From an optimization exercise on the open Yosys and OpenROAD flow, aimed at small area; shortcuts taken in it are not production practice.
The RTL of this run was laid out without a check of its function.
Power is estimated from default activity; no workload was simulated.

`flow/run.sh`:
```
#!/bin/bash
# The standard layout (standard.sh) with two changes:
#  - each port gets the smallest buffer, buf_1, as its port buffer
#  - clock tree synthesis inserts no dummy loads
# The full output of the flow goes to standard.log in the work folder.
cd "$(dirname "$0")/.."
export BUFFER_PORTS_ARGS="-buffer_cell sky130_fd_sc_hd__buf_1"
export CTS_ARGS="-sink_clustering_enable -repair_clock_nets -sink_clustering_size 16 -sink_clustering_max_diameter 80 -buf_list sky130_fd_sc_hd__clkbuf_8 -dont_use_dummy_load"
bash standard.sh > standard.log 2>&1
```
`design.v`:
```
`timescale 1ns/1ps
module row_mux (
	input  logic [20-1:0]               sel,
	input  logic [20*10-1:0]   d,
	output logic [10-1:0]               y
);
	always_comb begin
		y = '0;
		for (int q = 0; q < 20; q++) y |= sel[q] ? d[q*10 +: 10] : '0;
	end
endmodule
`timescale 1ns/1ps
module tetris_core (
	input  logic                    clk,
	input  logic                    reset,
	input  logic                    tick,
	input  logic                    start,
	input  logic                    left,
	input  logic                    right,
	input  logic                    rotate,
	input  logic                    down,
	input  logic [2:0]              next_kind,
	input  logic [5-1:0]       row_sel,
	output logic [10-1:0]  row_bits,
	output logic                    playing,
	output logic                    game_over,
	output logic [10-1:0]     lines,
	output logic [6-1:0]     level
);
	logic [10-1:0] ring [20];
	logic [4:0] ph;
	logic [4:0] ph_next;
	logic [10-1:0] cur_row;    
	logic [10-1:0] next_row;   
	logic [10-1:0] wr_row;
	logic [5:0] diff;
	logic [4:0] idx;
	logic [20-1:0] sel;
	logic [20*10-1:0] flat;
	assign cur_row = ring[0];
	assign next_row = ring[1];
	always_ff @(posedge clk) begin
		for (int q = 0; q < 20 - 1; q++) begin
			ring[q] <= ring[q + 1];
		end
		ring[20 - 1] <= wr_row;
	end
	assign ph_next = (ph == 5'd19) ? 5'd0 : ph + 1'b1;
	always_ff @(posedge clk) begin
		if (reset) ph <= '0;
		else ph <= ph_next;
	end
	assign diff = {1'b0, row_sel} - {1'b0, ph};
	assign idx = diff[5] ? diff[4:0] + 5'd20 : diff[4:0];
	always_comb begin
		for (int q = 0; q < 20; q++) begin
			sel[q] = (idx == q) && (row_sel < 20);
			flat[q*10 +: 10] = ring[q];
		end
	end
	row_mux u_mux (.sel(sel), .d(flat), .y(row_bits));
	logic [7:0] shp_nb;
	logic [3:0] shp_far;
	logic [3:0] shp_pcx;
	logic [4:0] shp_prow;     
	logic [13:0] shp_mask;    
	logic dm2, dm1, dz, dp1, dp2;
	localparam logic [2:0] ST_IDLE  = 3'd0;
	localparam logic [2:0] ST_WIPE  = 3'd1;
	localparam logic [2:0] ST_READY = 3'd2;
	localparam logic [2:0] ST_TEST  = 3'd3;
	localparam logic [2:0] ST_LOCK  = 3'd4;
	logic [2:0] state;
	logic act;             
	logic run;             
	logic last;            
	logic [7:0] nb_q;
	logic [3:0] far_q;
	logic no_turn;         
	logic [4:0] rel_q;
	logic [3:0] pcx_q;
	logic [7:0] nb_cw, nb_ccw;
	logic [3:0] far_cw, far_ccw;
	logic rot_req;
	logic rot_go;
	logic sh_go;
	logic sh_left;
	logic dn_go;
	logic sp_go;           
	logic acc;             
	logic full_seen;       
	logic del_pass;        
	logic del_now;
	logic first;           
	logic dly;             
	logic [10-1:0] hold;
	logic rotate_d;
	logic rot_latch;
	logic rot_edge;
	logic [3:0] grav;      
	logic grav_due;
	logic sat;             
	logic [10-1:0] pmask;
	logic [10-1:0] v;
	logic entry;
	logic off_rows;
	logic hit_side;
	logic hit_down;
	logic hit_now;
	logic hit_all;
	logic [4:0] rel_inc;
	logic [7:0] sp_nb;
	logic sp_i;
	assign rot_edge = rotate && !rotate_d;
	assign no_turn = nb_q[0] && nb_q[7] && nb_q[6];
	assign rot_req = (rot_latch || rot_edge) && !no_turn;
	assign level = (sat || lines[8]) ? '1 : lines[7:2];
	assign grav_due = (level > 6'(8)) || (grav > 4'd8);
	assign shp_nb = nb_q;
	assign shp_far = far_q;
	assign shp_pcx = pcx_q;
	assign nb_cw = {nb_q[5:0], nb_q[7:6]};
	assign far_cw = {far_q[2:0], far_q[3]};
	assign nb_ccw = {nb_q[1:0], nb_q[7:2]};
	assign far_ccw = {far_q[0], far_q[3:1]};
	assign dm2 = rel_q == 5'd18;
	assign dm1 = rel_q == 5'd19;
	assign dz  = rel_q == 5'd0;
	assign dp1 = rel_q == 5'd1;
	assign dp2 = rel_q == 5'd2;
	assign shp_prow[0] = dz & shp_far[2];
	assign shp_prow[1] = (dm1 & shp_nb[5]) | (dz & shp_nb[4]) | (dp1 & shp_nb[3]);
	assign shp_prow[2] = (dm2 & shp_far[3]) | (dm1 & shp_nb[6]) | dz | (dp1 & shp_nb[2]) | (dp2 & shp_far[1]);
	assign shp_prow[3] = (dm1 & shp_nb[7]) | (dz & shp_nb[0]) | (dp1 & shp_nb[1]);
	assign shp_prow[4] = dz & shp_far[0];
	logic [15:0] pc_oh;
	always_comb begin
		for (int j = 0; j < 16; j++) pc_oh[j] = shp_pcx == 4'(j);
		for (int c = 0; c < 14; c++) begin
			shp_mask[c] = 1'b0;
			for (int k = 0; k < 5; k++) if (c + 2 - k >= 0 && c + 2 - k < 16) shp_mask[c] |= shp_prow[k] & pc_oh[c + 2 - k];
		end
	end
	assign pmask = shp_mask[11:2];
	assign run = (state == ST_WIPE || state == ST_TEST || state == ST_LOCK) && (act || ph == 5'd0);
	assign last = run && ph == 5'd19;
	assign v = cur_row | (first ? pmask : '0);
	assign entry = run && state == ST_LOCK && full_seen && ph == 5'd0;
	assign del_now = (ph == 5'd0) ? full_seen : del_pass;
	always_comb begin
		if ((run && state == ST_WIPE) || entry) wr_row = '0;
		else if (dly) wr_row = hold;
		else wr_row = v;
	end
	assign off_rows = (|shp_prow) && (
		(ph == 5'd19 && (rel_q == 5'd18 || rel_q == 5'd19)) || (ph == 5'd18 && rel_q == 5'd18) ||
		(ph == 5'd0 && (rel_q == 5'd1 || rel_q == 5'd2)) || (ph == 5'd1 && rel_q == 5'd2));
	assign hit_side = |(pmask & cur_row) || shp_mask[0] || shp_mask[1] || shp_mask[12] || shp_mask[13] || off_rows;
	assign hit_down = |(pmask & ((ph == 5'd19) ? {10{1'b1}} : next_row));
	assign hit_now = (rot_go || sh_go || sp_go) ? hit_side : hit_down;
	assign hit_all = acc || hit_now;
	always_comb begin
		case (next_kind)
			3'd1: sp_nb = 8'b0101_0001;
			3'd2: sp_nb = 8'b1100_0001;
			3'd3: sp_nb = 8'b1001_0001;
			3'd4: sp_nb = 8'b0011_0001;
			3'd5: sp_nb = 8'b1101_0000;
			3'd6: sp_nb = 8'b0110_0001;
			default:  sp_nb = 8'b0001_0001;
		endcase
	end
	assign sp_i = next_kind == 3'd7;
	assign rel_inc = (rel_q == 5'd19) ? 5'd0 : rel_q + 1'b1;
	always_ff @(posedge clk) begin
		hold <= v;
	end
	always_ff @(posedge clk) begin
		if (reset) begin
			state <= ST_WIPE;
			act <= 1'b0;
			rot_go <= 1'b0;
			sh_go <= 1'b0;
			dn_go <= 1'b0;
			sp_go <= 1'b0;
			dly <= 1'b0;
			first <= 1'b0;
			rotate_d <= 1'b0;
			rot_latch <= 1'b0;
			playing <= 1'b0;
			game_over <= 1'b0;
			lines <= '0;
			sat <= 1'b0;
		end else begin
			rotate_d <= rotate;
			if (rot_edge) rot_latch <= 1'b1;
			act <= run && !last;
			rel_q <= rel_inc;
			sat <= sat || lines[8];
			if (run) begin
				acc <= (ph != 5'd0 && acc) || hit_now;
			end
			case (state)
				ST_IDLE: begin
					if (start) begin
						rot_latch <= 1'b0;
						playing <= 1'b1;
						game_over <= 1'b0;
						lines <= '0;
						sat <= 1'b0;
						nb_q <= sp_nb;
						far_q <= sp_i ? 4'b0100 : 4'b0000;
						rel_q <= sp_i ? ph_next : ph;
						pcx_q <= sp_i ? 4'd7 : 4'd6;
						grav <= '0;
						state <= ST_WIPE;
					end
				end
				ST_WIPE: begin
					if (last) state <= playing ? ST_READY : ST_IDLE;
				end
				ST_READY: begin
					if (tick) begin
						rot_go <= rot_req;
						if (rot_req) begin
							nb_q <= nb_cw;
							far_q <= far_cw;
						end else if (left ^ right) begin
							pcx_q <= left ? pcx_q - 1'b1 : pcx_q + 1'b1;
						end
						rot_latch <= 1'b0;
						sh_go <= left ^ right;
						sh_left <= left;
						dn_go <= down || grav_due;
						grav <= (down || grav_due) ? level[3:0] : grav + 1'b1;
						state <= ST_TEST;
					end
				end
				ST_TEST: begin
					if (!rot_go && !sh_go && !dn_go && !sp_go) begin
						state <= ST_READY;
					end else if (run) begin
						if (!rot_go && !sh_go && !sp_go) begin
							full_seen <= (ph != 5'd0 && full_seen) || &(cur_row | pmask);
						end
						if (last) begin
							if (rot_go) begin
								rot_go <= 1'b0;
								if (hit_all) begin
									nb_q <= nb_ccw;
									far_q <= far_ccw;
								end
								if (sh_go) pcx_q <= sh_left ? pcx_q - 1'b1 : pcx_q + 1'b1;
							end else if (sh_go) begin
								sh_go <= 1'b0;
								if (hit_all) pcx_q <= sh_left ? pcx_q + 1'b1 : pcx_q - 1'b1;
							end else if (sp_go) begin
								sp_go <= 1'b0;
								playing <= !hit_all;
								game_over <= hit_all;
								state <= hit_all ? ST_IDLE : ST_READY;
							end else begin
								dn_go <= 1'b0;
								if (!hit_all) begin
									rel_q <= rel_q;   
								end else begin
									first <= 1'b1;
									state <= ST_LOCK;
								end
							end
						end
					end
				end
				ST_LOCK: begin
					if (run) begin
						dly <= (entry || dly) && !(&v);
						del_pass <= del_now;
						full_seen <= (ph != 5'd0 && full_seen) || (del_now && !entry && !dly && (&v));
					end
					if (entry) begin
						lines <= lines + 1'b1;
					end
					if (last) begin
						first <= 1'b0;
						if (!(full_seen || (del_now && !dly && (&v)))) begin
							nb_q <= sp_nb;
							far_q <= sp_i ? 4'b0100 : 4'b0000;
							rel_q <= sp_i ? ph_next : ph;
							pcx_q <= sp_i ? 4'd7 : 4'd6;
							grav <= level[3:0];
							if (first) begin
								sp_go <= 1'b1;
								state <= ST_TEST;
							end else begin
								state <= ST_READY;
							end
						end
					end
				end
				default: state <= ST_IDLE;
			endcase
		end
	end
endmodule
```
`config.mk`:
```
export PLATFORM = sky130hd
export DESIGN_NAME = tetris_core
export DESIGN_NICKNAME = tetris_core
export VERILOG_FILES = /design/flow/design.v
export SDC_FILE = /design/flow/constraint.sdc
export NUM_CORES = 4
export LEC_CHECK = 0
export CAP_MARGIN = 20
export CORE_MARGIN = 2
export CORE_UTILIZATION = 60
export PLACE_DENSITY = 0.7
export SLEW_MARGIN = 20
export SYNTH_HIERARCHICAL = 1
```
`standard.sh`:
```
#!/bin/bash
# synth_recipe.tcl (not shown) runs the flow's synth.tcl, then flattens the netlist and writes it again
# the make line also repeats each setting of config.mk as NAME=value (left out here)
make -C /OpenROAD-flow-scripts/flow DESIGN_CONFIG=/design/flow/config.mk WORK_HOME=/design/flow/orfs CLKGATE_MAP_FILE= SYNTH_SCRIPT=/design/flow/synth_recipe.tcl "${@:-finish}"
```
`constraint.sdc`:
```
create_clock -name core_clock -period 10.0 [get_ports {clk}]
set_input_delay 2.0000 -clock core_clock [delete_from_list [all_inputs] [get_ports {clk}]]
set_output_delay 2.0000 -clock core_clock [all_outputs]
set_load 0.01 [all_outputs]
```
==> impl_metrics.csv <==
group,metric,value,unit
status,result_of_the_run,"timing/DRC/antenna clean",
drt,final_antenna_net_count,0,
pwr,intPower,1.42,mW
final_layout,mostFrequentLayoutCell,"dfxtp_1",
critical_path,critical-path-max-stage-delay,0.89,ns
global_routing,groute.usage.overall,0.304,
synth,synthDominantCellAreaShare,0.430,
placed_design,placement.setup.worst_slack,2.19,ns
min_path,hold_path_startpoint,"ring[7][7]$_DFF_P_",
final_layout,drive_above_1_share,0.0670,
clock_tree,clock_tree.htree_level_count,1,
timing,fin_ws,2.17,ns
min_path,worst_hold_path_type,"reg2reg",
global_routing,grt_max_degree,35,
timing,report.final.setup_viol,0,
timing,timing.final.hold_violations,0,
synth,mappedNetlistArea,0.0112,sq mm
clock_tree,clock-root-buffer,"clkbuf_8",
timing,period_share,0.783,
synth,synth-async-reset-ratio,0,
timing,rsz0062_at_grt,"false",
timing,timing_max_transition_violations_final,0,
floorplan,core.rowCount,49,
floorplan,io-pin-count,44,
critical_path,critPathMaxFanout,10,
critical_path,cp_buf_inv_count,2,
drt,post_drt_wl_per_cell,22.6,um
global_routing,grt.overflow.total,0,
floorplan,fp.dieArea,0.0197,sq mm
clock_tree,cts.hold.buffers_added,0,
pwr,p_clk_frac,0.247,
critical_path,critical-path-top-delay-family,"simple AND/OR/NAND/NOR gates",
synth,synth-seq-area-share,0.508,
critical_path,crit_type,"in2out",
pwr,combPwrFrac,0.170,
drt,routed_via_density,6.63,
clock_tree,postCtsSetupBuffers,0,
critical_path,worst_setup_path_startpoint,"row_sel[1]",
synth,synth.ff_latch_count,269,
final_layout,seq_area,0.00568,sq mm
timing,timing.slew.headroom,0.219,
pwr,power_density,171,mW/mm^2
critical_path,slowest_stage,"nor2_1",
floorplan,die_width,140,um
floorplan,initial_cell_density_of_the_core,0.617,
clock_tree,tritoncts_clock_tree,"done",
run,timing.max_cap.violations,0,
placed_design,gp_congestion,1.03,
pwr,total_switching_power,581,uW
placed_design,io_buffer_count,43,
timing,fin_setup_tns,0,ns
synth,synth_area_per_cell,10.2,sq um
clock_tree,worst_setup_hold_path_clk_slew,0.10,ns
synth,synth_instances,1099,
critical_path,arrival,5.83,ns
final_layout,areaGrowthSynthToFinish,4.92,%
timing,worst_pin_slew,1.17,ns
pwr,switching_share,0.290,
clock_tree,clk_latency,0.55,ns
final_layout,layout.filler_cells,1500,
pwr,vdd_ir_drop_max,0.163,mV
global_routing,grt_antenna_before_repair,0,
drt,drt-initial-drc-count,870,
critical_path,crit_required,8.00,ns
synth,dominant_cell_type_by_area_after_synthesis,"dfxtp_1",
global_routing,first_global_vias,8348,
clock_tree,tritoncts.num_buffers,20,
drt,num_vias,8946,
clock_tree,cts_buffer_depth,3,
final_layout,multiInputGateArea,0.00505,sq mm
synth,synth_edf_count,29,
critical_path,cp_capture_type,"output pin",
clock_tree,clock_sinks,269,
global_routing,grt_first_pass_wirelength,47.2,mm
pwr,pwr-share-seq,0.583,
timing,max_freq,128,MHz
timing,period_needed,7.83,ns
synth,syn-num-nets,1138,
drt,totalWireLength,30.5,mm
drt,drc_errors_left,0,
clock_tree,post_cts_resize_count,0,
critical_path,worstReg2RegStart,"pcx_q[2]$_DFFE_PP_",
final_layout,layout.cells.most_common_list,"dfxtp_1 (240), nor2_1 (97), nand2_1 (58)",
drt,first_pass_iters,6,
critical_path,worstPathCellList,"buf_1 > ha_1 > a21o_1 > a21oi_1 > xnor2_1 > ha_1 > mux2i_1 > nand2_1 > or3b_2 > nor2_1 > a22o_1 > a221oi_1 > and3_1 > nand4_1 > buf_1",
final_layout,antenna_cell_count,0,
pwr,power.leakage,4.34,nW
floorplan,floorplan.die.height,140,um
synth,synthFlopType,"dfxtp_1",
final_layout,final_net_count,1161,
critical_path,setup.worst_path.start_class,"input port",
placed_design,dp_hpwl,21.4,mm
synth,synthesis.yosys.warnings,9,
floorplan,core_area,0.0181,sq mm
synth,yosys-top-cells-area,"dfxtp_1 (43%), edfxtp_1 (7.8%), a22o_1 (3.5%)",
synth,synthDistinctLibCells,93,
timing,worst_clock_skew,0.0563,ns
## through the flow
stage               std cells  hold WS (ns)  power (mW)  area (sq um)   util
finish                   1349         0.317        2.00         11700  0.648
global route             1349         0.329        2.09         11700  0.648
CTS                      1349         0.324        2.01         11700  0.647
detailed placement       1329         0.336        1.52         11400  0.632
global placement         1329         0.333        1.52         11400  0.632
floorplan                1099         0.331        1.44         11200      -
## power by group through the flow
stage	registers [mW]	logic, mW	clock network [mW]
5_1_grt	1.17	0.371	0.543
4_1_cts	1.17	0.335	0.507
3_3_place_gp	1.19	0.330	0
2_1_floorplan	1.16	0.273	0
3_5_place_dp	1.19	0.333	0
6_report	1.17	0.341	0.494
## layout make-up
class / count / share of cell area
Clock buffer: 20 / 0.0235
Inverter: 35 / 0.0112
Multi-Input combinational cell: 735 / 0.431
Timing Repair Buffer: 61 / 0.0253
Tap cell: 229 / 0.0245
Sequential cell: 269 / 0.485
## per-module statistics from Yosys, one instance, submodules excluded
module | copies in the design | cells | cell area [sq um] | flip-flops and latches
row_mux | 1 | 140 | 1120 | 0
tetris_core | 1 | 959 | 10000 | 269
## flip-flops by register name, indices dropped and copies added (netlist names), 3 cells and up
name   count
far_q      4
grav       4
hold      10
lines     10
nb_q       8
pcx_q      4
ph         5
rel_q      5
ring     200
state      3
## cells in the mapped netlist (4+ instances only)
master and n:
or3_1 10, clkbuf_1 31, dfxtp_1 240, o211ai_1 5, nor2b_1 9, nor4_1 6
nor2_1 99, nor3b_1 9, o21ai_0 47, mux2i_1 31, nand3b_1 7, xor2_1 12
buf_2 17, a211oi_1 7, nor3_1 20, o22ai_1 5, a22oi_1 26, a21oi_1 51
buf_6 8, nand3_1 21, ha_1 22, nand4_1 24, and3_1 19, o21a_1 7
nand2b_1 11, or2_2 8, and3b_1 6, o2bb2ai_1 4, nand2_1 58, a21o_1 8
a31oi_1 10, inv_1 34, nor4bb_1 4, a221oi_1 43, edfxtp_1 29, a22o_1 44
and2_1 8, o31ai_1 6, xnor2_1 9
## layer usage
layer	GRT usage	wire length (um)	vias to the layer above
met4	0.138	1360	0
met3	0.0458	2510	93
li1	-	-	4154
met5	0	0	-
met2	0.481	13600	448
met1	0.415	13000	4251
## worst paths after layout
path                   endpoint  slack, ns  cells past startpoint
max                 row_bits[2]       2.17                     15
min reg2reg  ring[6][7]$_DFF_P_       0.32                      0
min          ring[6][7]$_DFF_P_       0.32                      0
max reg2reg   nb_q[0]$_DFFE_PP_       5.70                      9
## cell families (layout without fill, tap and decap cells)
kind of cell / count (synthesis) / in the layout / share of synthesized area
fa+ha+maj: 23 / 23 / 0.0265
buf+inv: 95 / 116 / 0.0399
xor+xnor: 21 / 21 / 0.0165
mux: 35 / 35 / 0.0322
compound gates: 319 / 319 / 0.215
simple gates: 337 / 337 / 0.162
flops: 269 / 269 / 0.508

-- separate check: timing with driven ports --
How much do the figures lean on ideal ports? The routed layout below was timed once more, with nothing changed but the port constraints. Step 1 assumes that a clkbuf_16 drives the clock port and a buf_2 every other input. Step 2 moves the port delays by t, midway between the first and last clock arrival at a register: inputs arrive t later, outputs are due t later. That takes back most of the time a late clock gives input paths. Slacks: no drivers / after step 1 / after step 2; pairs: no drivers / after step 1.
t, ns: 0.557
setup WS [ns]: 2.169 / 2.149 / 2.149
worst setup path after step 2: input to output
slew at the worst register clock pin (ns): 0.11 / 0.11
worst data-port slew with drivers (ns): 0.04
After both steps setup and hold are still met in this run. For this run, drivers alone change the setup slack by -0.020 ns; drivers and shift together by -0.020 ns.
